Background: an optimization exercise with open tools, aiming at small area, a short achievable clock period and few clock cycles per item. Do not read the settings as production practice. No run shown here included a check of the RTL's function; only the layout flow was run. Power and IR drop assume default switching activity.

[flow/config.mk]
export PLATFORM = sky130hd
export DESIGN_NAME = tolerant_run_length_encoder_core
export DESIGN_NICKNAME = tolerant_run_length_encoder_core
export VERILOG_FILES = /design/flow/design.v
export SDC_FILE = /design/flow/constraint.sdc
export NUM_CORES = 4
export LEC_CHECK = 0
export CAP_MARGIN = 20
export CORE_MARGIN = 2
export CORE_UTILIZATION = 40
export SETUP_SLACK_MARGIN = 4.0
export SLEW_MARGIN = 20
[flow/constraint.sdc]
create_clock -name core_clock -period 7.0 [get_ports {i_clk}]
set_input_delay 1.4000 -clock core_clock [delete_from_list [all_inputs] [get_ports {i_clk}]]
set_output_delay 1.4000 -clock core_clock [all_outputs]
set_load 0.01 [all_outputs]
[flow/design.v]
`timescale 1ns / 1ps
package trle_pkg;
    localparam int SAMPLE_W  = 16;
    localparam int COUNT_W   = 16;
    localparam int TIME_W    = 32;
    localparam int MAXRUNS_W = 5;
    localparam int CFG_AW    = 2;
    localparam int CFG_DW    = 32;
    localparam int REM_STEPS = SAMPLE_W;
    localparam int STEP_W    = $clog2(REM_STEPS);
    localparam logic [CFG_AW-1:0] CFG_INTERVAL   = 2'd0;
    localparam logic [CFG_AW-1:0] CFG_RELATIVE   = 2'd1;
    localparam logic [CFG_AW-1:0] CFG_MAX_RUNS   = 2'd2;
    localparam logic [CFG_AW-1:0] CFG_ALIVE_TIME = 2'd3;
    localparam logic [SAMPLE_W-1:0]  RST_INTERVAL   = 16'd1;
    localparam logic [MAXRUNS_W-1:0] RST_MAX_RUNS   = 5'd16;
    localparam logic [TIME_W-1:0]    RST_ALIVE_TIME = 32'hFFFF_FFFF;
    localparam logic [COUNT_W-1:0] COUNT_MAX = 16'hFFFF;
endpackage
`timescale 1ns / 1ps
module trle_store #(
    parameter int DEPTH = 16,
    parameter int AW    = $clog2(DEPTH)
) (
    input  logic                          i_clk,
    input  logic                          i_we,
    input  logic [AW-1:0]                 i_waddr,
    input  logic [trle_pkg::SAMPLE_W-1:0] i_wvalue,
    input  logic [trle_pkg::COUNT_W-1:0]  i_wcount,
    input  logic [AW-1:0]                 i_raddr,
    output logic [trle_pkg::SAMPLE_W-1:0] o_rvalue,
    output logic [trle_pkg::COUNT_W-1:0]  o_rcount
);
    logic [trle_pkg::SAMPLE_W-1:0] r_val [0:DEPTH-1];
    logic [trle_pkg::COUNT_W-1:0]  r_cnt [0:DEPTH-1];
    always_ff @(posedge i_clk) begin
        if (i_we) begin
            r_val[i_waddr] <= i_wvalue;
            r_cnt[i_waddr] <= i_wcount;
        end
    end
    assign o_rvalue = r_val[i_raddr];
    assign o_rcount = r_cnt[i_raddr];
endmodule
`timescale 1ns / 1ps
module trle_rem (
    input  logic                          i_clk,
    input  logic                          i_rst_n,
    input  logic                          i_start,
    input  logic                          i_abort,
    input  logic [trle_pkg::SAMPLE_W-1:0] i_dividend,
    input  logic [trle_pkg::SAMPLE_W-1:0] i_dividend_alt,
    input  logic                          i_use_alt,
    input  logic [trle_pkg::SAMPLE_W-1:0] i_divisor,
    input  logic [trle_pkg::SAMPLE_W+1:0] i_divisor3,
    output logic [trle_pkg::SAMPLE_W-1:0] o_rem,
    output logic                          o_done
);
    localparam int SW = trle_pkg::SAMPLE_W;
    localparam int IW = $clog2(SW / 2);
    logic [SW-1:0] r_rem;
    logic [IW-1:0] r_idx;
    logic          r_busy;
    logic          r_done;
    logic [1:0]    r_bits;       
    logic [SW+1:0] w_trial;
    logic [SW+2:0] w_t1, w_t2, w_t3;
    logic [SW-1:0] w_next;
    assign w_trial = {r_rem, r_bits};
    assign w_t1    = {1'b0, w_trial} - {3'b000, i_divisor};
    assign w_t2    = {1'b0, w_trial} - {2'b00, i_divisor, 1'b0};
    assign w_t3    = {1'b0, w_trial} - {1'b0, i_divisor3};
    always_comb begin
        if (!w_t3[SW+2]) begin
            w_next = w_t3[SW-1:0];
        end else if (!w_t2[SW+2]) begin
            w_next = w_t2[SW-1:0];
        end else if (!w_t1[SW+2]) begin
            w_next = w_t1[SW-1:0];
        end else begin
            w_next = w_trial[SW-1:0];
        end
    end
    always_ff @(posedge i_clk) begin
        if (!i_rst_n) begin
            r_busy <= 1'b0;
            r_done <= 1'b0;
            r_idx  <= '0;
        end else begin
            r_done <= 1'b0;
            if (i_start) begin
                r_busy <= 1'b1;
                r_idx  <= IW'(SW / 2 - 1);
            end else if (i_abort) begin
                r_busy <= 1'b0;
            end else if (r_busy) begin
                r_idx <= r_idx - IW'(1);
                if (r_idx == '0) begin
                    r_busy <= 1'b0;
                    r_done <= 1'b1;
                end
            end
        end
    end
    always_ff @(posedge i_clk) begin
        if (i_start) begin
            r_rem <= '0;
        end else if (r_busy) begin
            r_rem <= w_next;
        end
    end
    logic [IW-1:0] w_nidx;
    assign w_nidx = r_idx - IW'(1);
    always_ff @(posedge i_clk) begin
        if (i_start) begin
            r_bits <= i_use_alt ? i_dividend_alt[SW-1 -: 2] : i_dividend[SW-1 -: 2];
        end else begin
            r_bits <= i_dividend[{w_nidx, 1'b0} +: 2];
        end
    end
    assign o_rem  = r_rem;
    assign o_done = r_done;
endmodule
`timescale 1ns / 1ps
module tolerant_run_length_encoder_core #(
    parameter int RUN_DEPTH = 16
) (
    input  logic                          i_clk,
    input  logic                          i_rst_n,
    input  logic                          i_s_tvalid,
    output logic                          o_s_tready,
    input  logic [47:0]                   i_s_tdata,
    output logic                          o_m_tvalid,
    input  logic                          i_m_tready,
    output logic [31:0]                   o_m_tdata,
    output logic                          o_m_tlast,
    input  logic                          i_cfg_we,
    input  logic [trle_pkg::CFG_AW-1:0]   i_cfg_addr,
    input  logic [trle_pkg::CFG_DW-1:0]   i_cfg_wdata
);
    localparam int SW = trle_pkg::SAMPLE_W;
    localparam int CW = trle_pkg::COUNT_W;
    localparam int TW = trle_pkg::TIME_W;
    localparam int AW = $clog2(RUN_DEPTH);
    localparam int PW = AW + 1;
    logic [SW-1:0]   r_iv;         
    logic            r_dz;         
    logic            r_rel;        
    logic [AW-1:0]   r_limm1;      
    logic [TW-1:0]   r_alive;
    logic [SW+1:0]   r_d3;         
    logic            r_ib_v;
    logic [SW-1:0]   r_s;
    logic [TW-1:0]   r_now;
    logic [AW-1:0]   r_T;          
    logic [PW-1:0]   r_tail;       
    logic [PW-1:0]   r_commit;     
    logic [PW-1:0]   r_head;       
    logic            r_room2;      
    logic            r_room1;      
    logic [TW-1:0]   r_F;          
    logic [TW:0]     r_G;          
    logic            r_gdirty;     
    logic [CW-1:0]   r_cnt;        
    logic [SW-1:0]   r_v;          
    logic [SW-1:0]   r_lo;         
    logic [SW:0]     r_hp;
    logic [SW+1:0]   r_hpd;        
    logic [SW:0]     r_lod;        
    logic            r_fixa;       
    logic            r_fixb;       
    logic            r_bv;         
    logic            r_rcq;        
    logic            r_wen;
    logic [AW-1:0]   r_wpos;
    logic [RUN_DEPTH-1:0] r_last;
    logic [RUN_DEPTH-1:0] r_zero;
    logic            r_ov;
    logic            r_avail;      
    logic [31:0]     r_od;
    logic            r_ol;
    logic [SW-1:0]   w_d;
    logic            w_go;
    logic            r_fv;         
    logic            w_redo;       
    logic            w_event;      
    logic            w_ld;
    assign w_d  = {r_iv[SW-1:1], r_iv[0] | r_dz};
    assign w_go = r_ib_v && r_fv && r_bv && (r_room2 || (r_room1 && (r_T != '0)));
    assign o_s_tready = !r_ib_v || w_go;
    logic            r_c1, r_c2, r_c3, r_c4;   
    logic            r_rin;        
    logic            r_a0;         
    logic            r_oup, r_odn, r_orel;
    logic            w_age;
    logic [TW-1:0]   w_gx;
    logic [TW:0]     w_gsum;
    assign w_gx   = r_gdirty ? r_F : r_now;
    assign w_gsum = {1'b0, w_gx} + {1'b0, r_alive} + (TW+1)'(1);
    logic            w_tz;
    logic            w_in;
    logic [SW+1:0]   w_hpd;
    logic            w_up, w_dn;
    logic            w_join, w_zrec, w_agel, w_app;
    logic [PW-1:0]   w_Tn;
    logic            w_cfl;
    logic [PW-1:0]   w_pos;
    logic [PW-1:0]   w_tailm1;
    logic [PW-1:0]   w_tail_n;
    logic [CW-1:0]   w_cnt_n;
    logic            w_far;
    assign w_tz    = (r_T == '0);
    assign w_hpd   = r_hpd + {2'b00, w_d};
    assign w_in    = r_orel ? r_rin :
                     r_oup  ? (r_c3 && !r_c4) :
                     r_odn  ? (r_c1 && !r_c2) : (r_c2 && !r_c3);
    assign w_up    = r_oup  ? 1'b0 :
                     r_odn  ? (r_c2 && !r_c3) : (r_c3 && !r_c4);
    assign w_dn    = r_oup  ? (r_c2 && !r_c3) :
                     r_odn  ? 1'b0 : (r_c1 && !r_c2);
    assign w_age   = r_a0;
    assign w_join  = !w_age && !w_tz && w_in;
    assign w_zrec  = w_age && w_tz;
    assign w_agel  = w_age && !w_tz;
    assign w_app   = !w_join;
    assign w_Tn    = w_join ? PW'(r_T) : (w_age ? PW'(1) : PW'(r_T) + PW'(1));
    assign w_cfl   = w_join ? (r_T > r_limm1) :
                     w_age  ? (r_limm1 == '0) : (r_T >= r_limm1);
    assign w_tailm1 = r_tail - PW'(1);
    assign w_pos   = w_join ? w_tailm1 : (w_zrec ? r_tail + PW'(1) : r_tail);
    assign w_tail_n = r_tail + PW'(w_app) + PW'(w_zrec);
    assign w_cnt_n = !w_join ? CW'(1) :
                     (r_cnt == trle_pkg::COUNT_MAX) ? r_cnt : r_cnt + CW'(1);
    assign w_far   = !r_rel && !w_in && !w_up && !w_dn;
    logic [SW-1:0]   w_src;
    logic [SW:0]     w_rsub;
    logic [SW-1:0]   w_rlo;
    logic [SW:0]     w_rhp;
    assign w_src  = r_s;
    assign w_rsub = {1'b0, w_src} - {1'b0, r_iv};
    assign w_rlo  = w_rsub[SW] ? '0 : w_rsub[SW-1:0];
    assign w_rhp  = {1'b0, w_src} + {1'b0, r_iv} + (SW+1)'(1);
    logic            w_rsel;
    logic [SW-1:0]   w_cs;
    logic [TW-1:0]   w_cnow;
    logic [SW+1:0]   w_lodd;       
    logic            w_ge_f0, w_ge_g0;
    assign w_rsel  = r_ib_v && !r_fv;
    assign w_cs    = w_rsel ? r_s   : i_s_tdata[SW-1:0];
    assign w_cnow  = w_rsel ? r_now : i_s_tdata[SW +: TW];
    assign w_lodd  = {r_lod[SW], r_lod} - {2'b00, w_d};
    assign w_ge_f0 = (w_cnow >= r_F);
    assign w_ge_g0 = (w_cnow >= r_G[TW-1:0]);
    assign w_event = r_rcq || w_div_done || r_fixa || r_gdirty;
    assign w_redo  = r_ib_v && !r_fv && r_bv;
    always_ff @(posedge i_clk) begin
        if (o_s_tready || w_redo) begin
            r_c1  <= r_lod[SW] || (w_cs >= r_lod[SW-1:0]);
            r_c2  <= (w_cs >= r_lo);
            r_c3  <= ({1'b0, w_cs} >= r_hp);
            r_c4  <= ({2'b00, w_cs} >= r_hpd);
            r_rin <= (w_cs >= w_rlo) && ({1'b0, w_cs} < w_rhp);
            r_a0  <= w_ge_f0 ? (!r_G[TW] && w_ge_g0) : (!r_G[TW] || w_ge_g0);
        end
    end
    always_ff @(posedge i_clk) begin
        if (!i_rst_n) begin
            r_fv   <= 1'b0;
            r_oup  <= 1'b0;
            r_odn  <= 1'b0;
            r_orel <= 1'b0;
        end else begin
            if (o_s_tready) begin
                r_fv   <= !w_event && !(w_go && ((w_app && w_far) || w_age || w_cfl));
                r_oup  <= w_go && w_app && !r_rel && !w_in && w_up;
                r_odn  <= w_go && w_app && !r_rel && !w_in && !w_up && w_dn;
                r_orel <= w_go && w_app && r_rel;
            end else if (w_redo) begin
                r_fv   <= !w_event;
                r_oup  <= 1'b0;
                r_odn  <= 1'b0;
                r_orel <= 1'b0;
            end else if (w_event) begin
                r_fv   <= 1'b0;
            end
        end
    end
    logic            w_div_start;
    logic [SW-1:0]   w_rem;
    logic            w_div_done;
    logic [SW-1:0]   w_base;
    assign w_div_start = (w_go && w_app && w_far) || (r_rcq && !r_rel);
    trle_rem u_rem (
        .i_clk      (i_clk),
        .i_rst_n    (i_rst_n),
        .i_start    (w_div_start),
        .i_abort    (r_rcq && r_rel),
        .i_dividend (r_v),
        .i_dividend_alt (r_s),
        .i_use_alt  (w_go && w_app),
        .i_divisor  (w_d),
        .i_divisor3 (r_d3),
        .o_rem      (w_rem),
        .o_done     (w_div_done)
    );
    assign w_base = r_v - w_rem;
    logic [SW-1:0]   w_rvalue;
    logic [CW-1:0]   w_rcount;
    trle_store #(
        .DEPTH (RUN_DEPTH),
        .AW    (AW)
    ) u_store (
        .i_clk    (i_clk),
        .i_we     (r_wen),
        .i_waddr  (r_wpos),
        .i_wvalue (r_v),
        .i_wcount (r_cnt),
        .i_raddr  (r_head[AW-1:0]),
        .o_rvalue (w_rvalue),
        .o_rcount (w_rcount)
    );
    always_ff @(posedge i_clk) begin
        if (!i_rst_n) begin
            r_iv    <= trle_pkg::RST_INTERVAL;
            r_dz    <= 1'b0;
            r_rel   <= 1'b0;
            r_limm1 <= AW'(RUN_DEPTH - 1);
            r_alive <= trle_pkg::RST_ALIVE_TIME;
        end else if (i_cfg_we) begin
            case (i_cfg_addr)
                trle_pkg::CFG_INTERVAL: begin
                    r_iv <= i_cfg_wdata[SW-1:0];
                    r_dz <= (i_cfg_wdata[SW-1:0] == '0);
                end
                trle_pkg::CFG_RELATIVE: r_rel <= i_cfg_wdata[0];
                trle_pkg::CFG_MAX_RUNS: begin
                    if (i_cfg_wdata[trle_pkg::MAXRUNS_W-1:0] == '0) begin
                        r_limm1 <= '0;
                    end else if (i_cfg_wdata[trle_pkg::MAXRUNS_W-1:0] >= trle_pkg::MAXRUNS_W'(RUN_DEPTH)) begin
                        r_limm1 <= AW'(RUN_DEPTH - 1);
                    end else begin
                        r_limm1 <= AW'(i_cfg_wdata[trle_pkg::MAXRUNS_W-1:0] - trle_pkg::MAXRUNS_W'(1));
                    end
                end
                trle_pkg::CFG_ALIVE_TIME: r_alive <= i_cfg_wdata;
                default: begin
                end
            endcase
        end
    end
    always_ff @(posedge i_clk) begin
        if (o_s_tready) begin
            if (i_s_tvalid) begin
                r_s <= i_s_tdata[SW-1:0];
            end else if (!(w_go && w_app)) begin
                r_s <= r_v;
            end
            r_now <= i_s_tdata[SW +: TW];
        end
    end
    always_ff @(posedge i_clk) begin
        if (!i_rst_n) begin
            r_ib_v <= 1'b0;
        end else if (o_s_tready) begin
            r_ib_v <= i_s_tvalid;
        end
    end
    always_ff @(posedge i_clk) begin
        if (!i_rst_n) begin
            r_T        <= '0;
            r_tail     <= '0;
            r_commit   <= '0;
            r_F        <= '0;
            r_G        <= {1'b1, TW'(0)};
            r_gdirty   <= 1'b0;
            r_wen      <= 1'b0;
        end else begin
            r_wen      <= w_go;
            if (w_go) begin
                r_T    <= w_cfl ? '0 : w_Tn[AW-1:0];
                r_tail <= w_tail_n;
                if (w_cfl) begin
                    r_commit <= w_tail_n;
                end else if (w_age) begin
                    r_commit <= r_tail + PW'(w_zrec);
                end
                if (w_age || w_cfl) begin
                    r_F <= r_now;
                    r_G <= w_gsum;
                end
            end
            if (r_gdirty) begin
                r_G      <= w_gsum;
                r_gdirty <= 1'b0;
            end
            if (i_cfg_we && (i_cfg_addr == trle_pkg::CFG_ALIVE_TIME)) begin
                r_gdirty <= 1'b1;
            end
        end
    end
    always_ff @(posedge i_clk) begin
        if (w_go) begin
            r_cnt  <= w_cnt_n;
        end
        r_wpos <= w_pos[AW-1:0];
    end
    logic [PW-1:0] w_occ;
    logic [PW:0]   w_occ_p;
    logic          w_le14, w_le15, w_le16;
    assign w_occ   = r_tail - r_head;
    assign w_occ_p = {1'b0, w_occ} + (w_go ? (PW+1)'(2) : '0);
    assign w_le14  = (w_occ_p <= (PW+1)'(RUN_DEPTH - 2));
    assign w_le15  = (w_occ_p <= (PW+1)'(RUN_DEPTH - 1));
    assign w_le16  = (w_occ_p <= (PW+1)'(RUN_DEPTH));
    always_ff @(posedge i_clk) begin
        if (!i_rst_n) begin
            r_room2 <= 1'b1;
            r_room1 <= 1'b1;
        end else begin
            r_room2 <= w_ld ? w_le15 : w_le14;
            r_room1 <= w_ld ? w_le16 : w_le15;
        end
    end
    always_ff @(posedge i_clk) begin
        if (!i_rst_n) begin
            r_v   <= '0;
            r_lo  <= '0;
            r_hp  <= (SW+1)'(1);
            r_hpd <= (SW+2)'(2);
            r_lod <= '1;
            r_fixa <= 1'b0;
            r_fixb <= 1'b0;
            r_bv  <= 1'b1;
            r_rcq <= 1'b0;
            r_d3  <= (SW+2)'(3);
        end else begin
            r_fixb <= 1'b0;
            if (r_fixb) begin
                r_hpd <= w_hpd;
            end
            if (w_go && w_app) begin
                r_v <= r_s;
                if (r_rel) begin
                    r_lo <= w_rlo;
                    r_hp <= w_rhp;
                end else if (w_in) begin
                end else if (w_up) begin
                    r_lo  <= r_hp[SW-1:0];
                    r_hp  <= r_hpd[SW:0];
                    r_hpd <= w_hpd;
                    r_lod <= {1'b0, r_lo};
                end else if (w_dn) begin
                    r_lo  <= r_lod[SW-1:0];
                    r_hp  <= {1'b0, r_lo};
                    r_hpd <= {1'b0, r_hp};
                    r_lod <= w_lodd[SW:0];
                end else begin
                    r_bv <= 1'b0;
                end
            end
            if (r_rcq) begin
                r_rcq  <= 1'b0;
                r_fixa <= 1'b0;
                r_fixb <= 1'b0;
                r_d3   <= {2'b00, w_d} + {1'b0, w_d, 1'b0};
                if (r_rel) begin
                    r_lo <= w_rlo;
                    r_hp <= w_rhp;
                    r_bv <= 1'b1;
                end
            end else if (w_div_done) begin
                r_lo   <= w_base;
                r_hpd  <= {2'b00, w_base};
                r_lod  <= {1'b0, w_base};
                r_fixa <= 1'b1;
            end else if (r_fixa) begin
                r_hp   <= w_hpd[SW:0];
                r_hpd  <= w_hpd;
                r_lod  <= w_lodd[SW:0];
                r_fixa <= 1'b0;
                r_fixb <= 1'b1;
                r_bv   <= 1'b1;
            end
            if (i_cfg_we && ((i_cfg_addr == trle_pkg::CFG_INTERVAL) ||
                             (i_cfg_addr == trle_pkg::CFG_RELATIVE))) begin
                r_bv   <= 1'b0;
                r_rcq  <= 1'b1;
                r_fixa <= 1'b0;
                r_fixb <= 1'b0;
            end
        end
    end
    logic            r_f_app;      
    logic            r_f_cfl;      
    logic            r_f_setm1;    
    logic            r_f_zrec;     
    logic [AW-1:0]   r_f_tail;
    always_ff @(posedge i_clk) begin
        if (!i_rst_n) begin
            r_f_app   <= 1'b0;
            r_f_setm1 <= 1'b0;
            r_f_zrec  <= 1'b0;
        end else begin
            r_f_app   <= w_go && w_app;
            r_f_setm1 <= w_go && (w_agel || (w_join && w_cfl));
            r_f_zrec  <= w_go && w_zrec;
        end
        r_f_cfl  <= w_cfl;
        r_f_tail <= r_tail[AW-1:0];
    end
    always_ff @(posedge i_clk) begin
        for (int k = 0; k < RUN_DEPTH; k++) begin
            if (r_f_app && ((r_f_zrec ? r_f_tail + AW'(1) : r_f_tail) == AW'(k))) begin
                r_last[k] <= r_f_cfl;
                r_zero[k] <= 1'b0;
            end else begin
                if ((r_f_setm1 && ((r_f_tail - AW'(1)) == AW'(k))) ||
                    (r_f_zrec && (r_f_tail == AW'(k)))) begin
                    r_last[k] <= 1'b1;
                end
                if (r_f_zrec && (r_f_tail == AW'(k))) begin
                    r_zero[k] <= 1'b1;
                end
            end
        end
    end
    assign w_ld = r_avail && (!r_ov || i_m_tready);
    always_ff @(posedge i_clk) begin
        if (!i_rst_n) begin
            r_head <= '0;
            r_ov   <= 1'b0;
        end else if (w_ld) begin
            r_head <= r_head + PW'(1);
            r_ov   <= 1'b1;
        end else if (i_m_tready) begin
            r_ov   <= 1'b0;
        end
    end
    always_ff @(posedge i_clk) begin
        if (!i_rst_n) begin
            r_avail <= 1'b0;
        end else begin
            r_avail <= w_ld ? (r_commit != r_head + PW'(1)) : (r_commit != r_head);
        end
    end
    always_ff @(posedge i_clk) begin
        if (w_ld) begin
            r_od <= r_zero[r_head[AW-1:0]] ? 32'h0 : {w_rcount, w_rvalue};
            r_ol <= r_last[r_head[AW-1:0]];
        end
    end
    assign o_m_tvalid = r_ov;
    assign o_m_tdata  = r_od;
    assign o_m_tlast  = r_ol;
endmodule
[flow/run.sh]
#!/bin/bash
# synth_recipe.tcl (not shown) runs the flow's synth.tcl, then flattens the netlist and writes it again
# the make line also repeats each setting of config.mk as NAME=value (left out here)
make -C /OpenROAD-flow-scripts/flow DESIGN_CONFIG=/design/flow/config.mk WORK_HOME=/design/flow/orfs CLKGATE_MAP_FILE= SYNTH_SCRIPT=/design/flow/synth_recipe.tcl finish
==> reports/qor.yml, run 1 <==
global_route:
  grt-ovfl-total: 0
  grt_pass1_wl_um: 257000
  antenna_found_initial: 3
  grt_pass1_vias: 39300
  grt_use_total: 0.261
  grt_max_degree: 121
clock_tree:
  cts_tree: "built"
  holdBufCountCts: 0
  cts_sinks: 937
  numCtsBuffers: 102
  clkLatencyLatePin_ns: 0.75
  htreeDepth: 3
  cts_buffer_depth: 3
  clkTransAtPathRegs_ns: 0.07
  cts_root_buffer: "clkbuf_16"
timing:
  setup_viol: 0
  slew-limit-headroom: 0.201
  fmax_ghz: 0.262
  hold_viol_final: 0
  slew_viol_final: 0
  min_period_ns: 3.82
  hold_slack_ns: 0.456
  finClkSkew_ns: 0.0494
  setup_tns_ns: 0
  timing.final.crit_share: 0.545
  rsz0062_at_grt: "yes"
  worstMarginPinSlew_ns: 1.19
synth:
  ys.flop_type: "edfxtp_1"
  synthTopCellsByCount: "edfxtp_1 (631), nand2_1 (410), ha_1 (366)"
  synth-edff-count: 631
  synth_cell_types: 95
  synth.area.top_cells: "edfxtp_1 (37%), dfxtp_1 (12%), ha_1 (8.9%), mux4_2 (7.6%), a21oi_1 (3.4%)"
  avgSynthCellArea_um2: 11.1
  postSynthCellCount: 4614
  synthArstFlopShare: 0
  yosys.area.top_type_share: 0.369
  ys_ff_latch: 937
  synth.most_common_cell: "edfxtp_1"
  ys_seq_area_frac: 0.488
  synth_area_leader_cell: "edfxtp_1"
  ys_warn_count: 3
  syn-num-nets: 5079
  syn_area_um2: 51400
pwr:
  p_per_area_nw_per_um2: 292
  p_leak_nw: 23.9
  vdd_drop_max_mv: 0.235
routing:
  postRouteAntennaNets: 0
  routed_via_density: 6.06
  drt_pass1_iterations: 8
  vias: 41200
  drt_iter0_drc: 4184
  drc: 0
  wl_um: 180000
  wire_per_inst_um: 26.5
flow_run:
  maxCapViolations: 0
critical_path:
  crit_top_cell: "inv_2"
  critical_path_class: "reg -> reg"
  worstSetupEndpointType: "flop"
  critPathMaxFanout: 7
  start_kind: "flop"
  worstPathCellList: "inv_2 -> ha_4 -> inv_2 -> fa_2 -> a211oi_4 -> o21ai_2 -> and3b_1 -> nor4_2 -> nor2_2 -> buf_12 -> nand2_4 -> inv_2 -> ha_4 -> nand2b_4 -> a21o_1 -> a21o_1 -> a211oi_2 -> o21bai_1 -> a31oi_2 -> o21ai_1 -> nand3_1 -> a2bb2oi_1"
  slowest_stage: "edfxtp_1"
  cpPeakStageDelay_ns: 0.40
  cp.required_ns: 7.48
  crit_arrival_ns: 4.29
placement:
  io_buffers: 121
  place.gp.congestion: 0.954
  dp_hpwl_um: 111000
  place_inst: 6266
floorplan:
  die_h_um: 362
  die_w_um: 362
  core_area_um2: 128000
  dieArea_um2: 131000
  pin_count: 122
  initial_core_util: 0.403
  fp-row-count: 131
cells_and_area:
  postLayoutCoreUtil: 0.516
  layout-drive-gt1-share: 0.280
  layout.nets: 5515
  stdcell_count: 6803
  syn_to_final_growth_pct: 28.0
status:
  outcome: "no timing/DRC/antenna violations"
hold_path:
  worstHoldPathType: "reg -> reg"
[logic make-up (layout without fill, tap and decap cells)]
| logic type | Yosys count | after routing | synth area share |
|---|---|---|---|
| and+or+nand+nor | 1230 | 1236 | 0.111 |
| AOI/OAI and AO/OA | 1128 | 1131 | 0.142 |
| DFF | 937 | 937 | 0.488 |
| buffers and inverters | 482 | 997 | 0.0360 |
| adders and majority gates | 379 | 379 | 0.0939 |
| muxes | 296 | 297 | 0.102 |
| xor gates and xnor gates | 162 | 162 | 0.0276 |
| other | 0 | 2 | 0 |
[per-stage QoR]
| stage | setup slack (ns) | total power [mW] | cell area [um2] |
|---|---|---|---|
| 2_1_floorplan | 3.42 | 10.5 | 51700 |
| 3_3_place_gp | 2.45 | 12.2 | 54900 |
| 3_5_place_dp | 2.45 | 12.2 | 54900 |
| 4_1_cts | 3.24 | 18.7 | 62600 |
| 5_1_grt | 3.02 | 20.0 | 65800 |
| 6_report | 3.18 | 19.2 | 65800 |
[cell usage in the layout, fill, tap and decap left out, types with 76 or more instances in the layout]
cell       synthesis  final
edfxtp_1         631    631
dfxtp_1          306    271
buf_6              1    102
nand2_1          410    350
a21oi_1          351    254
nor2_1           324    278
nand3_1          122    116
inv_1            266    253
nor2b_1           85     76
ha_1             366    305
clkbuf_16          0    114
o21ai_0          204    134
buf_4              2    229
a21oi_2            1     86
mux4_2           174    174
xnor2_1           98     91
[state kept, by name (all words and copies together) (netlist names), 17 cells and up]
| signal | flops |
|---|---|
| u_store.r_cnt | 256 |
| u_store.r_val | 256 |
| r_G | 33 |
| r_F | 32 |
| r_alive | 32 |
| r_now | 32 |
| r_od | 32 |
| r_d3 | 18 |
| r_hpd | 18 |
| r_hp | 17 |
| r_lod | 17 |
[critical path: cells and delay by family (launching register included)]
kind                     cells  cell delay, ns
AND/OR/NAND/NOR              6            0.74
adder cells (fa/ha/maj)      3            0.71
AO/OA/AOI/OAI                9            1.35
buffers and inverters        4            0.34
flip-flops                   1            0.40
[path summary, 6_finish.rpt]
check / start / endpoint / slack, ns / cells after the start
hold reg to reg: r_G[10] / r_G[10] / 0.46 / 2
setup / recovery: r_s[0] / r_rin / 3.18 / 22
hold / removal: r_G[10] / r_G[10] / 0.46 / 2
setup reg to reg: r_s[0] / r_rin / 3.18 / 22
[power by group]
group | switching, mW | leakage [nW] | internal [mW]
Combinational | 3.88 | 13.8 | 3.10
Sequential | 0.396 | 8.37 | 6.21
Clock | 2.41 | 1.70 | 3.20
[per-layer routing]
layer	global-route usage	vias to the layer above	share of wire
met2	0.406	1982	0.45
met4	0.119	2	0.052
met5	0	-	0.000072
li1	-	18300	-
met3	0.0537	527	0.086
met1	0.351	20500	0.41
[area by class of cell]
type | instances | area (um2)
antenna | 2 | 5.00
clock buffer | 117 | 2700
clock inverter | 76 | 781
fill | 11000 | 61700
inverter | 272 | 1050
multi-input combinational | 3205 | 28300
sequential | 937 | 25200
tap | 1662 | 2080
timing repair buffer | 532 | 5720
[repair_timing]
action	CTS	global route
pin swaps	170	252
cloned	21	11
resized for setup	575	515
setup buffers	211	99
endpoints found under the setup margin	297	215
==> run 2: changes to the inputs <==
--- a/flow/design.v
+++ b/flow/design.v
@@ -166,8 +166,5 @@
     logic [SW-1:0]   r_lo;         
     logic [SW:0]     r_hp;
-    logic [SW+1:0]   r_hpd;        
-    logic [SW:0]     r_lod;        
     logic            r_fixa;       
-    logic            r_fixb;       
     logic            r_bv;         
     logic            r_rcq;        
@@ -211,5 +208,5 @@
     logic            w_far;
     assign w_tz    = (r_T == '0);
-    assign w_hpd   = r_hpd + {2'b00, w_d};
+    assign w_hpd   = {1'b0, r_hp} + {2'b00, w_d};
     assign w_in    = r_orel ? r_rin :
                      r_oup  ? (r_c3 && !r_c4) :
@@ -244,10 +241,10 @@
     logic [SW-1:0]   w_cs;
     logic [TW-1:0]   w_cnow;
-    logic [SW+1:0]   w_lodd;       
+    logic [SW:0]     w_lodd;       
     logic            w_ge_f0, w_ge_g0;
     assign w_rsel  = r_ib_v && !r_fv;
     assign w_cs    = w_rsel ? r_s   : i_s_tdata[SW-1:0];
     assign w_cnow  = w_rsel ? r_now : i_s_tdata[SW +: TW];
-    assign w_lodd  = {r_lod[SW], r_lod} - {2'b00, w_d};
+    assign w_lodd  = {1'b0, r_lo} - {1'b0, w_d};
     assign w_ge_f0 = (w_cnow >= r_F);
     assign w_ge_g0 = (w_cnow >= r_G[TW-1:0]);
@@ -256,8 +253,8 @@
     always_ff @(posedge i_clk) begin
         if (o_s_tready || w_redo) begin
-            r_c1  <= r_lod[SW] || (w_cs >= r_lod[SW-1:0]);
+            r_c1  <= w_lodd[SW] || (w_cs >= w_lodd[SW-1:0]);
             r_c2  <= (w_cs >= r_lo);
             r_c3  <= ({1'b0, w_cs} >= r_hp);
-            r_c4  <= ({2'b00, w_cs} >= r_hpd);
+            r_c4  <= ({2'b00, w_cs} >= w_hpd);
             r_rin <= (w_cs >= w_rlo) && ({1'b0, w_cs} < w_rhp);
             r_a0  <= w_ge_f0 ? (!r_G[TW] && w_ge_g0) : (!r_G[TW] || w_ge_g0);
@@ -424,19 +421,12 @@
     always_ff @(posedge i_clk) begin
         if (!i_rst_n) begin
-            r_v   <= '0;
-            r_lo  <= '0;
-            r_hp  <= (SW+1)'(1);
-            r_hpd <= (SW+2)'(2);
-            r_lod <= '1;
+            r_v    <= '0;
+            r_lo   <= '0;
+            r_hp   <= (SW+1)'(1);
             r_fixa <= 1'b0;
-            r_fixb <= 1'b0;
-            r_bv  <= 1'b1;
-            r_rcq <= 1'b0;
-            r_d3  <= (SW+2)'(3);
+            r_bv   <= 1'b1;
+            r_rcq  <= 1'b0;
+            r_d3   <= (SW+2)'(3);
         end else begin
-            r_fixb <= 1'b0;
-            if (r_fixb) begin
-                r_hpd <= w_hpd;
-            end
             if (w_go && w_app) begin
                 r_v <= r_s;
@@ -446,13 +436,9 @@
                 end else if (w_in) begin
                 end else if (w_up) begin
-                    r_lo  <= r_hp[SW-1:0];
-                    r_hp  <= r_hpd[SW:0];
-                    r_hpd <= w_hpd;
-                    r_lod <= {1'b0, r_lo};
+                    r_lo <= r_hp[SW-1:0];
+                    r_hp <= w_hpd[SW:0];
                 end else if (w_dn) begin
-                    r_lo  <= r_lod[SW-1:0];
-                    r_hp  <= {1'b0, r_lo};
-                    r_hpd <= {1'b0, r_hp};
-                    r_lod <= w_lodd[SW:0];
+                    r_lo <= w_lodd[SW-1:0];
+                    r_hp <= {1'b0, r_lo};
                 end else begin
                     r_bv <= 1'b0;
@@ -462,5 +448,4 @@
                 r_rcq  <= 1'b0;
                 r_fixa <= 1'b0;
-                r_fixb <= 1'b0;
                 r_d3   <= {2'b00, w_d} + {1'b0, w_d, 1'b0};
                 if (r_rel) begin
@@ -471,13 +456,9 @@
             end else if (w_div_done) begin
                 r_lo   <= w_base;
-                r_hpd  <= {2'b00, w_base};
-                r_lod  <= {1'b0, w_base};
+                r_hp   <= {1'b0, w_base};
                 r_fixa <= 1'b1;
             end else if (r_fixa) begin
                 r_hp   <= w_hpd[SW:0];
-                r_hpd  <= w_hpd;
-                r_lod  <= w_lodd[SW:0];
                 r_fixa <= 1'b0;
-                r_fixb <= 1'b1;
                 r_bv   <= 1'b1;
             end
@@ -487,5 +468,4 @@
                 r_rcq  <= 1'b1;
                 r_fixa <= 1'b0;
-                r_fixb <= 1'b0;
             end
         end
==> run 2 against run 1 <==
Still clean on timing, DRC and antenna. Sequential share of layout area increased by 2.5 points. Via count decreased by 13%. Synthesized cell count decreased by 7.9%. Clock power decreased by 7.5%. Sequential power decreased by 3.3%. First-iteration DRC count decreased by 29%. Die area decreased by 4.3%. Sequential cell count decreased by 36. Critical path depth decreased by 1. Combinational power increased by 0.7%. Non-clock buffer count decreased by 156. Wire length decreased by 18%.
==> reports/qor.yml, run 2 <==
status:
  outcome: "no timing/DRC/antenna violations"
timing:
  slew-limit-headroom: 0.233  # +0.0318
  worstMarginPinSlew_ns: 1.15  # -0.0427 ns
  setup_viol: 0  # unchanged
  timing.final.crit_share: 0.608  # +0.0632
  rsz0062_at_grt: "yes"
  min_period_ns: 4.26  # +0.442 ns
  finClkSkew_ns: 0.0341  # -0.0153 ns
  hold_viol_final: 0  # unchanged
  finalWorstSetupSlack_ns: 2.74  # -0.442 ns
  setup_tns_ns: 0  # unchanged
  slew_viol_final: 0  # unchanged
  fmax_ghz: 0.235  # -10%
global_route:
  grt.busiest_layer: "met2"
  grt_use_total: 0.228  # -0.0334
  grt_max_degree: 90  # -26%
  met3_usage: 0.0420  # -0.0118
  grt_use_met2: 0.360  # -0.0458
  grt_pass1_vias: 34900  # -11%
  antenna_found_initial: 3  # unchanged
  met1_usage: 0.305  # -0.0460
  grt-ovfl-total: 0  # unchanged
  grt_pass1_wl_um: 218000  # -15%
clock_tree:
  numCtsBuffers: 97  # -4.9%
  cts_sinks: 901  # -3.8%
  htreeDepth: 3  # unchanged
  cts_root_buffer: "clkbuf_16"
  cts_tree: "built"
  clkTransAtPathRegs_ns: 0.06  # about the same
  clkLatencyLatePin_ns: 0.70  # -0.05 ns
  cts_buffer_depth: 3  # unchanged
floorplan:
  fp-row-count: 128  # -2.3%
  die_w_um: 355  # -2.2%
  pin_count: 122  # unchanged
  core_area_um2: 122000  # -4.4%
  initial_core_util: 0.404  # +0.000484
  dieArea_um2: 126000  # -4.3%
  die_h_um: 355  # -2.2%
cells_and_area:
  regArea_um2: 24400  # -3.0%
  layout.nets: 4999  # -9.4%
  layout_commonest_cell: "edfxtp_1"
  multi_input_area_um2: 25600  # -9.5%
  diodes: 0  # -2
  syn_to_final_growth_pct: 21.7
  final_cell_mix: "edfxtp_1 (631), nand2_1 (361), ha_1 (313)"
  reg_top3: "u_store.r_cnt x256, u_store.r_val x256, r_G x33"
  n_fill_cell: 10700  # -3.2%
  layout-drive-gt1-share: 0.225  # -0.0551
critical_path:
  cp.required_ns: 7.42  # -0.06 ns
  cpPeakStageDelay_ns: 0.41  # about the same
  start_kind: "flop"
  critical_path_class: "reg -> reg"
  worstPathCellList: "inv_2 -> ha_4 -> inv_2 -> fa_2 -> a211o_1 -> a21o_1 -> o2111a_1 -> o21ai_2 -> a21oi_2 -> a31o_4 -> and2_4 -> ha_4 -> nand2b_4 -> a21o_1 -> a21o_1 -> a21oi_2 -> o21ai_1 -> o211ai_1 -> a21oi_2 -> o21ai_1 -> a21oi_1"
  slowest_stage: "edfxtp_1"
  critPathMaxFanout: 3  # -4
  crit_arrival_ns: 4.68  # +0.39 ns
  worstSetupEndpointType: "flop"
synth:
  postSynthCellCount: 4249  # -7.9%
  synthTopCellsByCount: "edfxtp_1 (631), nand2_1 (382), ha_1 (366)"
  synth.area.top_cells: "edfxtp_1 (39%), dfxtp_1 (11%), ha_1 (9.3%), mux4_2 (8.0%), a21oi_1 (3.0%)"
  synth-edff-count: 631  # unchanged
  synth_area_leader_cell: "edfxtp_1"
  avgSynthCellArea_um2: 11.6  # +3.9%
  ys_warn_count: 3  # unchanged
  syn-num-nets: 4714  # -7.2%
  ys_ff_latch: 901  # -3.8%
  ys_seq_area_frac: 0.495  # +0.00732
  syn_area_um2: 49200  # -4.3%
  yosys.area.top_type_share: 0.385  # +0.0166
  ys.flop_type: "edfxtp_1"
  synth_cell_types: 96  # +1.1%
  synth.most_common_cell: "edfxtp_1"
  synthArstFlopShare: 0  # unchanged
pwr:
  vdd_drop_max_mv: 0.215  # -8.6%
  p_per_area_nw_per_um2: 311  # +6.5%
  p_leak_nw: 21.6  # -9.4%
routing:
  drt_pass1_iterations: 5  # -3
  vias: 35800  # -13%
  drt_iter0_drc: 2973  # -29%
  wl_um: 147000  # -18%
  wire_per_inst_um: 23.6  # -11%
  postRouteAntennaNets: 0  # unchanged
  routed_via_density: 5.74  # -5.3%
  drc: 0  # unchanged
hold_path:
  worstHoldPathType: "reg -> reg"
placement:
  place.gp.congestion: 0.956  # +0.22%
  io_buffers: 121  # unchanged
  post-place-ws_ns: 2.27  # -0.186 ns
  dp_hpwl_um: 94500  # -15%
flow_run:
  maxCapViolations: 0  # unchanged
run 2: worst paths after layout:
path,start,to,slack (ns),cells past startpoint
worst max register to register,r_s[0],r_rin,2.74,21
worst min register to register,r_G[19],r_G[19],0.45,2
worst max-delay path,r_s[0],r_rin,2.74,21
worst min-delay path,r_G[19],r_G[19],0.45,2
run 2: cells by family (layout without fill, tap and decap cells):
logic type	after synthesis	count (layout)	share of synthesized area
simple gates	1075	1076	0.101
compound gates	983	984	0.131
fa+ha+maj	379	379	0.0982
xor+xnor	174	174	0.0310
mux	309	309	0.109
flops	901	901	0.495
buf+inv	428	793	0.0347
run 2: power breakdown:
part	internal (mW)	leakage, nW	total (mW)	switching (mW)
clock network	2.97	1.56	5.19	2.22
logic	3.27	12.0	7.04	3.76
registers	6.02	8.07	6.38	0.355
total	12.3	21.6	18.6	6.34
run 2: stage by stage:
stage	power, mW	area [um2]	hold WS (ns)	util	std cells
3_5_place_dp	12.1	52500	0.447	0.430	5866
6_report	18.6	59900	0.455	0.491	6241
3_3_place_gp	12.1	52400	0.440	0.430	5865
4_1_cts	18.0	58100	0.455	0.477	6165
5_1_grt	19.5	59900	0.484	0.491	6241
2_1_floorplan	10.6	49400	0.354	-	4249
run 2: area by class of cell:
cell class,count,share of cell area
Clock inverter,50,0.00873
Timing Repair inverter,1,0.0000836
Inverter,235,0.0152
Tap cell,1625,0.0340
Timing Repair Buffer,376,0.0620
Sequential cell,901,0.408
Clock buffer,131,0.0448
Multi-Input combinational cell,2922,0.428
run 2: worst max-delay path: cells and delay by family (launching register included):
| family | cells | cell delay [ns] |
|---|---|---|
| compound gates | 14 | 2.41 |
| fa+ha+maj | 3 | 0.70 |
| buf+inv | 2 | 0.14 |
| flops | 1 | 0.41 |
| simple gates | 2 | 0.29 |
run 2: timing repair:
action | CTS | global route
gates resized for setup | 344 | 261
setup buffers | 112 | 75
hold buffers | 0 | 0
pin swaps | 131 | 170
gates cloned | 6 | 1
setup endpoints to repair | 195 | 95
run 2: metal layers:
metal | routed length [um] | share of wire
met5 | 18 | 0.00012
met4 | 6800 | 0.046
met3 | 9860 | 0.067
met2 | 67900 | 0.46
met1 | 62900 | 0.43
==> run 3: changes to the inputs <==
--- a/flow/design.v
+++ b/flow/design.v
@@ -162,9 +162,13 @@
     logic [TW:0]     r_G;          
     logic            r_gdirty;     
+    logic            r_tnz;        
     logic [CW-1:0]   r_cnt;        
     logic [SW-1:0]   r_v;          
     logic [SW-1:0]   r_lo;         
     logic [SW:0]     r_hp;
+    logic [SW+1:0]   r_hpd;        
+    logic [SW:0]     r_lod;        
     logic            r_fixa;       
+    logic            r_fixb;       
     logic            r_bv;         
     logic            r_rcq;        
@@ -179,16 +183,12 @@
     logic [SW-1:0]   w_d;
     logic            w_go;
-    logic            r_fv;         
-    logic            w_redo;       
-    logic            w_event;      
     logic            w_ld;
     assign w_d  = {r_iv[SW-1:1], r_iv[0] | r_dz};
-    assign w_go = r_ib_v && r_fv && r_bv && (r_room2 || (r_room1 && (r_T != '0)));
+    assign w_go = r_ib_v && r_bv && !r_gdirty && (r_room2 || (r_room1 && r_tnz));
     assign o_s_tready = !r_ib_v || w_go;
-    logic            r_c1, r_c2, r_c3, r_c4;   
-    logic            r_rin;        
-    logic            r_a0;         
-    logic            r_oup, r_odn, r_orel;
-    logic            w_age;
+    logic            w_ge_f, w_ge_g, w_age;
+    assign w_ge_f = (r_now >= r_F);
+    assign w_ge_g = (r_now >= r_G[TW-1:0]);
+    assign w_age  = w_ge_f ? (!r_G[TW] && w_ge_g) : (!r_G[TW] || w_ge_g);
     logic [TW-1:0]   w_gx;
     logic [TW:0]     w_gsum;
@@ -196,6 +196,7 @@
     assign w_gsum = {1'b0, w_gx} + {1'b0, r_alive} + (TW+1)'(1);
     logic            w_tz;
-    logic            w_in;
+    logic            w_in_lo, w_in_hi, w_in;
     logic [SW+1:0]   w_hpd;
+    logic [SW:0]     w_lod;
     logic            w_up, w_dn;
     logic            w_join, w_zrec, w_agel, w_app;
@@ -208,13 +209,11 @@
     logic            w_far;
     assign w_tz    = (r_T == '0);
-    assign w_hpd   = {1'b0, r_hp} + {2'b00, w_d};
-    assign w_in    = r_orel ? r_rin :
-                     r_oup  ? (r_c3 && !r_c4) :
-                     r_odn  ? (r_c1 && !r_c2) : (r_c2 && !r_c3);
-    assign w_up    = r_oup  ? 1'b0 :
-                     r_odn  ? (r_c2 && !r_c3) : (r_c3 && !r_c4);
-    assign w_dn    = r_oup  ? (r_c2 && !r_c3) :
-                     r_odn  ? 1'b0 : (r_c1 && !r_c2);
-    assign w_age   = r_a0;
+    assign w_in_lo = (r_s >= r_lo);
+    assign w_in_hi = ({1'b0, r_s} < r_hp);
+    assign w_in    = w_in_lo && w_in_hi;
+    assign w_hpd   = r_hpd + {2'b00, w_d};
+    assign w_lod   = r_lod - {1'b0, w_d};
+    assign w_up    = !w_in_hi && ({2'b00, r_s} < r_hpd);
+    assign w_dn    = !w_in_lo && (r_lod[SW] || (r_s >= r_lod[SW-1:0]));
     assign w_join  = !w_age && !w_tz && w_in;
     assign w_zrec  = w_age && w_tz;
@@ -234,53 +233,8 @@
     logic [SW-1:0]   w_rlo;
     logic [SW:0]     w_rhp;
-    assign w_src  = r_s;
+    assign w_src  = r_rcq ? r_v : r_s;
     assign w_rsub = {1'b0, w_src} - {1'b0, r_iv};
     assign w_rlo  = w_rsub[SW] ? '0 : w_rsub[SW-1:0];
     assign w_rhp  = {1'b0, w_src} + {1'b0, r_iv} + (SW+1)'(1);
-    logic            w_rsel;
-    logic [SW-1:0]   w_cs;
-    logic [TW-1:0]   w_cnow;
-    logic [SW:0]     w_lodd;       
-    logic            w_ge_f0, w_ge_g0;
-    assign w_rsel  = r_ib_v && !r_fv;
-    assign w_cs    = w_rsel ? r_s   : i_s_tdata[SW-1:0];
-    assign w_cnow  = w_rsel ? r_now : i_s_tdata[SW +: TW];
-    assign w_lodd  = {1'b0, r_lo} - {1'b0, w_d};
-    assign w_ge_f0 = (w_cnow >= r_F);
-    assign w_ge_g0 = (w_cnow >= r_G[TW-1:0]);
-    assign w_event = r_rcq || w_div_done || r_fixa || r_gdirty;
-    assign w_redo  = r_ib_v && !r_fv && r_bv;
-    always_ff @(posedge i_clk) begin
-        if (o_s_tready || w_redo) begin
-            r_c1  <= w_lodd[SW] || (w_cs >= w_lodd[SW-1:0]);
-            r_c2  <= (w_cs >= r_lo);
-            r_c3  <= ({1'b0, w_cs} >= r_hp);
-            r_c4  <= ({2'b00, w_cs} >= w_hpd);
-            r_rin <= (w_cs >= w_rlo) && ({1'b0, w_cs} < w_rhp);
-            r_a0  <= w_ge_f0 ? (!r_G[TW] && w_ge_g0) : (!r_G[TW] || w_ge_g0);
-        end
-    end
-    always_ff @(posedge i_clk) begin
-        if (!i_rst_n) begin
-            r_fv   <= 1'b0;
-            r_oup  <= 1'b0;
-            r_odn  <= 1'b0;
-            r_orel <= 1'b0;
-        end else begin
-            if (o_s_tready) begin
-                r_fv   <= !w_event && !(w_go && ((w_app && w_far) || w_age || w_cfl));
-                r_oup  <= w_go && w_app && !r_rel && !w_in && w_up;
-                r_odn  <= w_go && w_app && !r_rel && !w_in && !w_up && w_dn;
-                r_orel <= w_go && w_app && r_rel;
-            end else if (w_redo) begin
-                r_fv   <= !w_event;
-                r_oup  <= 1'b0;
-                r_odn  <= 1'b0;
-                r_orel <= 1'b0;
-            end else if (w_event) begin
-                r_fv   <= 1'b0;
-            end
-        end
-    end
     logic            w_div_start;
     logic [SW-1:0]   w_rem;
@@ -348,9 +302,5 @@
     always_ff @(posedge i_clk) begin
         if (o_s_tready) begin
-            if (i_s_tvalid) begin
-                r_s <= i_s_tdata[SW-1:0];
-            end else if (!(w_go && w_app)) begin
-                r_s <= r_v;
-            end
+            r_s   <= i_s_tdata[SW-1:0];
             r_now <= i_s_tdata[SW +: TW];
         end
@@ -369,11 +319,12 @@
             r_commit   <= '0;
             r_F        <= '0;
-            r_G        <= {1'b1, TW'(0)};
-            r_gdirty   <= 1'b0;
+            r_gdirty   <= 1'b1;
             r_wen      <= 1'b0;
+            r_tnz      <= 1'b0;
         end else begin
             r_wen      <= w_go;
             if (w_go) begin
                 r_T    <= w_cfl ? '0 : w_Tn[AW-1:0];
+                r_tnz  <= !w_cfl;
                 r_tail <= w_tail_n;
                 if (w_cfl) begin
@@ -384,9 +335,7 @@
                 if (w_age || w_cfl) begin
                     r_F <= r_now;
-                    r_G <= w_gsum;
                 end
             end
             if (r_gdirty) begin
-                r_G      <= w_gsum;
                 r_gdirty <= 1'b0;
             end
@@ -397,4 +346,9 @@
     end
     always_ff @(posedge i_clk) begin
+        if (r_gdirty || (w_go && (w_age || w_cfl))) begin
+            r_G <= w_gsum;
+        end
+    end
+    always_ff @(posedge i_clk) begin
         if (w_go) begin
             r_cnt  <= w_cnt_n;
@@ -421,52 +375,79 @@
     always_ff @(posedge i_clk) begin
         if (!i_rst_n) begin
-            r_v    <= '0;
-            r_lo   <= '0;
-            r_hp   <= (SW+1)'(1);
+            r_v <= '0;
+        end else if (w_go && w_app) begin
+            r_v <= r_s;
+        end
+    end
+    logic w_cfg_rc;
+    assign w_cfg_rc = i_cfg_we && ((i_cfg_addr == trle_pkg::CFG_INTERVAL) ||
+                                   (i_cfg_addr == trle_pkg::CFG_RELATIVE));
+    always_ff @(posedge i_clk) begin
+        if (!i_rst_n) begin
             r_fixa <= 1'b0;
-            r_bv   <= 1'b1;
-            r_rcq  <= 1'b0;
-            r_d3   <= (SW+2)'(3);
+            r_fixb <= 1'b0;
+            r_bv   <= 1'b0;
+            r_rcq  <= 1'b1;
         end else begin
-            if (w_go && w_app) begin
-                r_v <= r_s;
-                if (r_rel) begin
-                    r_lo <= w_rlo;
-                    r_hp <= w_rhp;
-                end else if (w_in) begin
-                end else if (w_up) begin
-                    r_lo <= r_hp[SW-1:0];
-                    r_hp <= w_hpd[SW:0];
-                end else if (w_dn) begin
-                    r_lo <= w_lodd[SW-1:0];
-                    r_hp <= {1'b0, r_lo};
-                end else begin
-                    r_bv <= 1'b0;
-                end
+            r_fixb <= 1'b0;
+            if (w_go && w_app && !r_rel && !w_in && !w_up && !w_dn) begin
+                r_bv <= 1'b0;
             end
             if (r_rcq) begin
                 r_rcq  <= 1'b0;
                 r_fixa <= 1'b0;
-                r_d3   <= {2'b00, w_d} + {1'b0, w_d, 1'b0};
                 if (r_rel) begin
-                    r_lo <= w_rlo;
-                    r_hp <= w_rhp;
                     r_bv <= 1'b1;
                 end
             end else if (w_div_done) begin
-                r_lo   <= w_base;
-                r_hp   <= {1'b0, w_base};
                 r_fixa <= 1'b1;
             end else if (r_fixa) begin
-                r_hp   <= w_hpd[SW:0];
                 r_fixa <= 1'b0;
+                r_fixb <= 1'b1;
                 r_bv   <= 1'b1;
             end
-            if (i_cfg_we && ((i_cfg_addr == trle_pkg::CFG_INTERVAL) ||
-                             (i_cfg_addr == trle_pkg::CFG_RELATIVE))) begin
+            if (w_cfg_rc) begin
                 r_bv   <= 1'b0;
                 r_rcq  <= 1'b1;
                 r_fixa <= 1'b0;
+                r_fixb <= 1'b0;
+            end
+        end
+    end
+    always_ff @(posedge i_clk) begin
+        if (r_fixb) begin
+            r_hpd <= w_hpd;
+        end
+        if (w_go && w_app) begin
+            if (r_rel) begin
+                r_lo <= w_rlo;
+                r_hp <= w_rhp;
+            end else if (w_in) begin
+            end else if (w_up) begin
+                r_lo  <= r_hp[SW-1:0];
+                r_hp  <= r_hpd[SW:0];
+                r_hpd <= w_hpd;
+                r_lod <= {1'b0, r_lo};
+            end else if (w_dn) begin
+                r_lo  <= r_lod[SW-1:0];
+                r_hp  <= {1'b0, r_lo};
+                r_hpd <= {1'b0, r_hp};
+                r_lod <= w_lod;
+            end
+        end
+        if (r_rcq) begin
+            r_d3 <= {2'b00, w_d} + {1'b0, w_d, 1'b0};
+            if (r_rel) begin
+                r_lo <= w_rlo;
+                r_hp <= w_rhp;
             end
+        end else if (w_div_done) begin
+            r_lo  <= w_base;
+            r_hpd <= {2'b00, w_base};
+            r_lod <= {1'b0, w_base};
+        end else if (r_fixa) begin
+            r_hp  <= w_hpd[SW:0];
+            r_hpd <= w_hpd;
+            r_lod <= w_lod;
         end
     end
--- a/flow/config.mk
+++ b/flow/config.mk
@@ -9,4 +9,4 @@
 export CORE_MARGIN = 2
 export CORE_UTILIZATION = 40
-export SETUP_SLACK_MARGIN = 4.0
+export SETUP_SLACK_MARGIN = 3.5
 export SLEW_MARGIN = 20
==> run 3 against run 2 <==
Largest cell class is now registers. Wire length rose by 0.33%. Design area fell by 2.6%. Sequential share of layout area rose by 2.8 points.
==> reports/qor.yml, run 3 <==
clock_tree:
  cts_buffer_depth: 3  # unchanged
  clkLatencyLatePin_ns: 0.70  # about the same
  cts_tree: "built"
  cts_sinks: 928  # +3.0%
  numCtsBuffers: 100  # +3.1%
  clkTransAtPathRegs_ns: 0.06  # about the same
  htreeDepth: 3  # unchanged
  cts_root_buffer: "clkbuf_16"
placement:
  place_inst: 5752  # -1.9%
  dp_hpwl_um: 93800  # -0.84%
  placed_area_um2: 52200  # -0.41%
  place.gp.congestion: 0.966  # +1.0%
  io_buffers: 121  # unchanged
timing:
  finClkSkew_ns: 0.0389  # +0.00480 ns
  slew_viol_final: 0  # unchanged
  fmax_ghz: 0.269  # +14%
  slew-limit-headroom: 0.226  # -0.00703
  hold_viol_final: 0  # unchanged
  worstMarginPinSlew_ns: 1.15  # +0.00591 ns
  setup_tns_ns: 0  # unchanged
  setup_viol: 0  # unchanged
  rsz0062_at_grt: "yes"
  timing.final.crit_share: 0.532  # -0.0766
  min_period_ns: 3.72  # -0.536 ns
pwr:
  p_per_area_nw_per_um2: 290  # -6.8%
  vdd_drop_max_mv: 0.254  # +18%
  p_leak_nw: 21.0  # -2.8%
floorplan:
  die_h_um: 353  # -0.42%
  fp-row-count: 128  # unchanged
  die_w_um: 353  # -0.42%
  pin_count: 122  # unchanged
  dieArea_um2: 125000  # -0.85%
  core_area_um2: 121000  # -0.39%
  initial_core_util: 0.402  # -0.00188
hold_path:
  worstHoldPathType: "reg -> reg"
cells_and_area:
  layout_commonest_cell: "edfxtp_1"
  syn_to_final_growth_pct: 19.6
  stdcell_count: 6099  # -2.3%
  fin_area_um2: 58300  # -2.6%
  final_cell_mix: "edfxtp_1 (676), nand2_1 (328), ha_1 (305)"
  layout-drive-gt1-share: 0.189  # -0.0361
  postLayoutCoreUtil: 0.480  # -0.0109
  layout.nets: 4818  # -3.6%
  reg_top3: "u_store.r_cnt x256, u_store.r_val x256, r_G x33"
synth:
  synth.area.top_cells: "edfxtp_1 (42%), dfxtp_1 (10%), ha_1 (8.5%), mux4_2 (8.0%), nand2_1 (2.6%)"
  synth-edff-count: 676  # +7.1%
  avgSynthCellArea_um2: 11.9  # +3.0%
  synthTopCellsByCount: "edfxtp_1 (676), nand2_1 (335), ha_1 (333)"
  ys_ff_latch: 928  # +3.0%
  syn-num-nets: 4520  # -4.1%
  synth_cell_types: 85  # -11%
  synth.most_common_cell: "edfxtp_1"
  ys.flop_type: "edfxtp_1"
  synth_area_leader_cell: "edfxtp_1"
  synthArstFlopShare: 0  # unchanged
  postSynthCellCount: 4088  # -3.8%
  yosys.area.top_type_share: 0.416  # +0.0310
  ys_warn_count: 3  # unchanged
  syn_area_um2: 48800  # -0.86%
  ys_seq_area_frac: 0.520  # +0.0246
global_route:
  grt_pass1_wl_um: 218000  # -0.23%
  grt_max_degree: 103  # +14%
  grt_use_total: 0.228  # +0.000463
  grt-ovfl-total: 0  # unchanged
  grt_pass1_vias: 34200  # -1.9%
  antenna_found_initial: 5  # +2
routing:
  wl_um: 148000  # +0.33%
  vias: 35200  # -1.9%
  drt_pass1_iterations: 7  # +2
  drt_iter0_drc: 3569  # +20%
  routed_via_density: 5.76  # +0.42%
  wire_per_inst_um: 24.3  # +2.7%
  drc: 0  # unchanged
  postRouteAntennaNets: 0  # unchanged
critical_path:
  cp.required_ns: 7.61  # +0.19 ns
  crit_arrival_ns: 4.34  # -0.34 ns
  critPathMaxFanout: 3  # unchanged
  start_kind: "flop"
  worstSetupEndpointType: "flop"
  critical_path_class: "reg -> reg"
  r2r_setup_slack_ns: 3.28  # +0.54 ns
flow_run:
  maxCapViolations: 0  # unchanged
status:
  outcome: "no timing/DRC/antenna violations"
-- run 3: layer usage --
metal / part of all wire / up-vias / global-route usage / wire length, um
met5: 0.000088 / - / 0 / 13
met4: 0.044 / 2 / 0.0914 / 6570
met3: 0.078 / 387 / 0.0362 / 11600
met2: 0.45 / 1440 / 0.361 / 67300
met1: 0.42 / 17300 / 0.314 / 62500
li1: - / 16100 / - / -
-- run 3: power breakdown --
group	switching (mW)	leakage, nW	internal [mW]
Clock	2.28	1.57	2.96
Combinational	2.74	11.1	2.39
Sequential	0.335	8.31	6.18
Total	5.36	21.0	11.5
-- run 3: timing repair --
action,4_1_cts,5_1_grt
hold buffers,0,0
setup endpoints to repair,242,198
buffers inserted,63,78
gates cloned,7,9
gates resized for setup,164,170
pin swaps,32,71
-- run 3: logic make-up (layout without fill, tap and decap cells) --
kind of cell    Yosys count  count (layout)  share of synthesized area
mux                     281             281                      0.104
flops                   928             928                      0.520
simple gates           1068            1071                      0.103
buf+inv                 419             797                     0.0326
fa+ha+maj               347             347                     0.0908
xor+xnor                165             165                     0.0296
other cells               0               2                          0
compound gates          880             883                      0.121
-- run 3: metrics by stage --
| step | hold slack [ns] | power, mW | worst slack (ns) |
|---|---|---|---|
| global route | 0.480 | 17.7 | 3.20 |
| CTS | 0.455 | 16.5 | 3.27 |
| global placement | 0.437 | 11.0 | 2.33 |
| floorplan | 0.354 | 9.75 | 3.17 |
| finish | 0.450 | 16.9 | 3.28 |
| detailed placement | 0.444 | 11.0 | 2.26 |
-- run 3: layout make-up --
type,count,area (um2)
inverters,263,1010
fillers,10900,63100
diodes,2,5.00
repair buffers,345,3320
flip-flops and latches,928,25400
clock buffers,144,2810
well taps,1625,2030
clock inverters,44,432
repair inverters,1,6.26
multi-input cells,2747,23300
-- run 3: critical path, cell delays in order, from the launching register on --
cell	delay, ns
edfxtp_1	0.44
inv_2	0.11
ha_4	0.19
nand2b_4	0.13
a2111o_1	0.41
o2111ai_2	0.11
o2111a_2	0.32
a21oi_2	0.08
maj3_2	0.37
nor2_4	0.21
inv_8	0.05
fa_2	0.38
ha_4	0.18
a21boi_4	0.13
or4b_1	0.46
o221ai_1	0.07
-- run 3: path summary, 6_finish.rpt --
check / endpoint / cells past startpoint / startpoint
worst max-delay path: r_commit[2] / 15 / r_now[0]
worst min-delay path: r_zero[2] / 2 / r_zero[2]
worst max register to register: r_commit[2] / 15 / r_now[0]
worst min register to register: r_zero[2] / 2 / r_zero[2]
==> run 4: changes to the inputs <==
--- a/flow/config.mk
+++ b/flow/config.mk
@@ -9,4 +9,5 @@
 export CORE_MARGIN = 2
 export CORE_UTILIZATION = 40
-export SETUP_SLACK_MARGIN = 3.5
+export SETUP_SLACK_MARGIN = 3.75
 export SLEW_MARGIN = 20
+export TNS_END_PERCENT = 5
==> run 4 against run 3 <==
Synthesized cell count is the same. Clock skew grew 0.0062 ns. Sequential share of layout area shrank 0.14 points. Die area is the same. Sequential power is essentially flat. Still clean on timing, DRC and antenna. Via count grew 0.74%. First-iteration DRC count shrank 4.2%. Worst setup slack lost 0.11 ns.
==> reports/qor.yml, run 4 <==
status:
  outcome: "no timing/DRC/antenna violations"
floorplan:
  initial_core_util: 0.402  # unchanged
  core_area_um2: 121000  # unchanged
  die_w_um: 353  # unchanged
  die_h_um: 353  # unchanged
  pin_count: 122  # unchanged
  dieArea_um2: 125000  # unchanged
  fp-row-count: 128  # unchanged
routing:
  vias: 35400  # +0.74%
  drc: 0  # unchanged
  drt_iter0_drc: 3419  # -4.2%
  wl_um: 147000  # -0.57%
  postRouteAntennaNets: 0  # unchanged
  wire_per_inst_um: 24.1  # -0.75%
  drt_pass1_iterations: 6  # -1
  routed_via_density: 5.80  # +0.56%
clock_tree:
  clkTransAtPathRegs_ns: 0.06  # about the same
  cts_sinks: 928  # unchanged
  numCtsBuffers: 101  # +1.0%
  cts_tree: "built"
  clkLatencyLatePin_ns: 0.71  # about the same
  cts_buffer_depth: 3  # unchanged
  htreeDepth: 3  # unchanged
  cts_root_buffer: "clkbuf_16"
timing:
  worstMarginPinSlew_ns: 1.03  # -0.123 ns
  fmax_ghz: 0.261  # -2.8%
  timing.final.crit_share: 0.547  # +0.0152
  setup_tns_ns: 0  # unchanged
  rsz0062_at_grt: "yes"
  finClkSkew_ns: 0.0451  # +0.00622 ns
  setup_viol: 0  # unchanged
  slew-limit-headroom: 0.314  # +0.0880
  hold_viol_final: 0  # unchanged
  min_period_ns: 3.83  # +0.106 ns
  hold_slack_ns: 0.440  # -0.0104 ns
  slew_viol_final: 0  # unchanged
cells_and_area:
  layout.nets: 4826  # +0.17%
  layout_commonest_cell: "edfxtp_1"
  stdcell_count: 6110  # +0.18%
  reg_top3: "u_store.r_cnt x256, u_store.r_val x256, r_G x33"
  final_cell_mix: "edfxtp_1 (676), nand2_1 (329), ha_1 (307)"
  fin_area_um2: 58500  # +0.35%
  syn_to_final_growth_pct: 20.0
  layout-drive-gt1-share: 0.193  # +0.00400
placement:
  place_inst: 5756  # +0.070%
  io_buffers: 121  # unchanged
  place.gp.congestion: 0.958  # -0.80%
  dp_hpwl_um: 94700  # +0.96%
  placed_area_um2: 52400  # +0.23%
synth:
  synth.area.top_cells: "edfxtp_1 (42%), dfxtp_1 (10%), ha_1 (8.5%), mux4_2 (8.0%), nand2_1 (2.6%)"
  syn_area_um2: 48800  # unchanged
  ys.flop_type: "edfxtp_1"
  synth-edff-count: 676  # unchanged
  synthArstFlopShare: 0  # unchanged
  ys_ff_latch: 928  # unchanged
  synth_cell_types: 85  # unchanged
  synth_area_leader_cell: "edfxtp_1"
  avgSynthCellArea_um2: 11.9  # unchanged
  synth.most_common_cell: "edfxtp_1"
  yosys.area.top_type_share: 0.416  # unchanged
  postSynthCellCount: 4088  # unchanged
  ys_seq_area_frac: 0.520  # unchanged
  syn-num-nets: 4520  # unchanged
  ys_warn_count: 3  # unchanged
  synthTopCellsByCount: "edfxtp_1 (676), nand2_1 (335), ha_1 (333)"
pwr:
  total_power_mw: 17.1  # +1.1%
  p_leak_nw: 21.2  # +0.63%
  vdd_drop_max_mv: 0.292  # +15%
  p_per_area_nw_per_um2: 292  # +0.71%
critical_path:
  start_kind: "flop"
  cp.required_ns: 7.61  # about the same
  critPathMaxFanout: 14  # +11
  crit_arrival_ns: 4.44  # +0.10 ns
  critical_path_class: "reg -> reg"
  worstSetupEndpointType: "flop"
global_route:
  grt_pass1_vias: 34600  # +1.2%
  grt_pass1_wl_um: 217000  # -0.53%
  antenna_found_initial: 5  # unchanged
  grt_use_total: 0.228  # -0.000716
  grt_max_degree: 109  # +5.8%
  grt-ovfl-total: 0  # unchanged
flow_run:
  maxCapViolations: 0  # unchanged
hold_path:
  worstHoldPathType: "reg -> reg"
## run 4: cell counts after synthesis
Identical to the previous run, type by type.
## run 4: critical path, cell delays in order, from the launching register on
cell and delay [ns]:
edfxtp_1 0.52, ha_1 0.33, o21ai_0 0.14, a211o_1 0.30, o211ai_1 0.35, a21oi_4 0.13
o22ai_1 0.22, nand2_1 0.60, nor2_1 0.74, a22oi_1 0.23, o211ai_1 0.19
## run 4: cells by family (layout without fill, tap and decap cells)
group | Yosys count | count (layout) | share of synthesized area
AO/OA/AOI/OAI | 880 | 883 | 0.121
XOR/XNOR | 165 | 165 | 0.0296
adder cells (fa/ha/maj) | 347 | 347 | 0.0908
buffers and inverters | 419 | 809 | 0.0326
flip-flops | 928 | 928 | 0.520
multiplexers | 281 | 281 | 0.104
other | 0 | 2 | 0
AND/OR/NAND/NOR | 1068 | 1070 | 0.103
## run 4: repair_timing
| item | CTS | global route |
|---|---|---|
| gates resized for setup | 188 | 131 |
| cloned | 10 | 5 |
| setup buffers | 95 | 50 |
| pin swaps | 58 | 47 |
| setup endpoints to repair | 281 | 258 |
| hold buffers | 0 | 0 |
## run 4: per-layer routing
| metal | share of wire | up-vias | track usage |
|---|---|---|---|
| met5 | 0 | - | 0 |
| met4 | 0.043 | 0 | 0.0919 |
| met3 | 0.078 | 330 | 0.0420 |
| met2 | 0.46 | 1429 | 0.359 |
| met1 | 0.42 | 17600 | 0.310 |
| li1 | - | 16100 | - |
## run 4: area by class of cell
class	instances	area, um2
fillers	10800	62900
clock buffers	140	2840
clock inverters	52	588
diodes	2	5.00
well taps	1625	2030
inverters	263	1030
multi-input cells	2746	23200
repair inverters	1	6.26
repair buffers	353	3400
flip-flops and latches	928	25400
## run 4: final timing paths
kind	startpoint	to	slack [ns]	cells past startpoint
worst min-delay path	r_avail	r_ov	0.44	2
worst min register to register	r_avail	r_ov	0.44	2
worst max register to register	r_s[1]	r_hp[5]	3.17	10
worst max-delay path	r_s[1]	r_hp[5]	3.17	10
## run 4: power by group
part	total (mW)	switching, mW	leakage [nW]	internal (mW)
sequential	6.52	0.337	8.32	6.18
clock	5.47	2.32	1.66	3.15
combinational	5.08	2.72	11.2	2.36
total	17.1	5.38	21.2	11.7
## run 4: metrics by stage
stage               setup slack [ns]   util
floorplan                       3.17      -
detailed placement              2.31  0.431
finish                          3.17  0.482
CTS                             3.26  0.474
global route                    3.20  0.482
global placement                2.38  0.431

## re-timing with driven ports
Ports are ideal in the flow. The routed layouts listed here were re-timed in OpenROAD.
Step 1 (the two cells are an assumption about what drives the block):
set clk [get_ports {i_clk}]
set_driving_cell -lib_cell sky130_fd_sc_hd__clkbuf_16 $clk
set_driving_cell -lib_cell sky130_fd_sc_hd__buf_2 [delete_from_list [all_inputs] $clk]
Step 2 times the ports against the registers' clock, not the clock port: input delays grow and output delays shrink by t, the midpoint of the rising clock arrivals with the driver on.
Slacks: no drivers / after step 1 / after step 2; pairs: no drivers / after step 1.
run | t, ns | setup slack, ns | latest minus earliest clock arrival (ns) | slew at the worst register clock pin (ns)
run 1 | 0.793 | 3.184 / 3.184 / 2.931 | 0.055 / 0.056 | 0.07 / 0.07
run 2 | 0.765 | 2.742 / 2.742 / 2.742 | 0.038 / 0.038 | 0.07 / 0.07
run 3 | 0.756 | 3.278 / 3.278 / 3.261 | 0.039 / 0.039 | 0.07 / 0.07
run 4 | 0.767 | 3.172 / 3.172 / 3.161 | 0.048 / 0.048 | 0.06 / 0.06
After both steps every run listed still meets setup and hold. For run 1, which loses most, drivers alone change the setup slack by 0.000 ns; drivers and shift together by -0.253 ns.
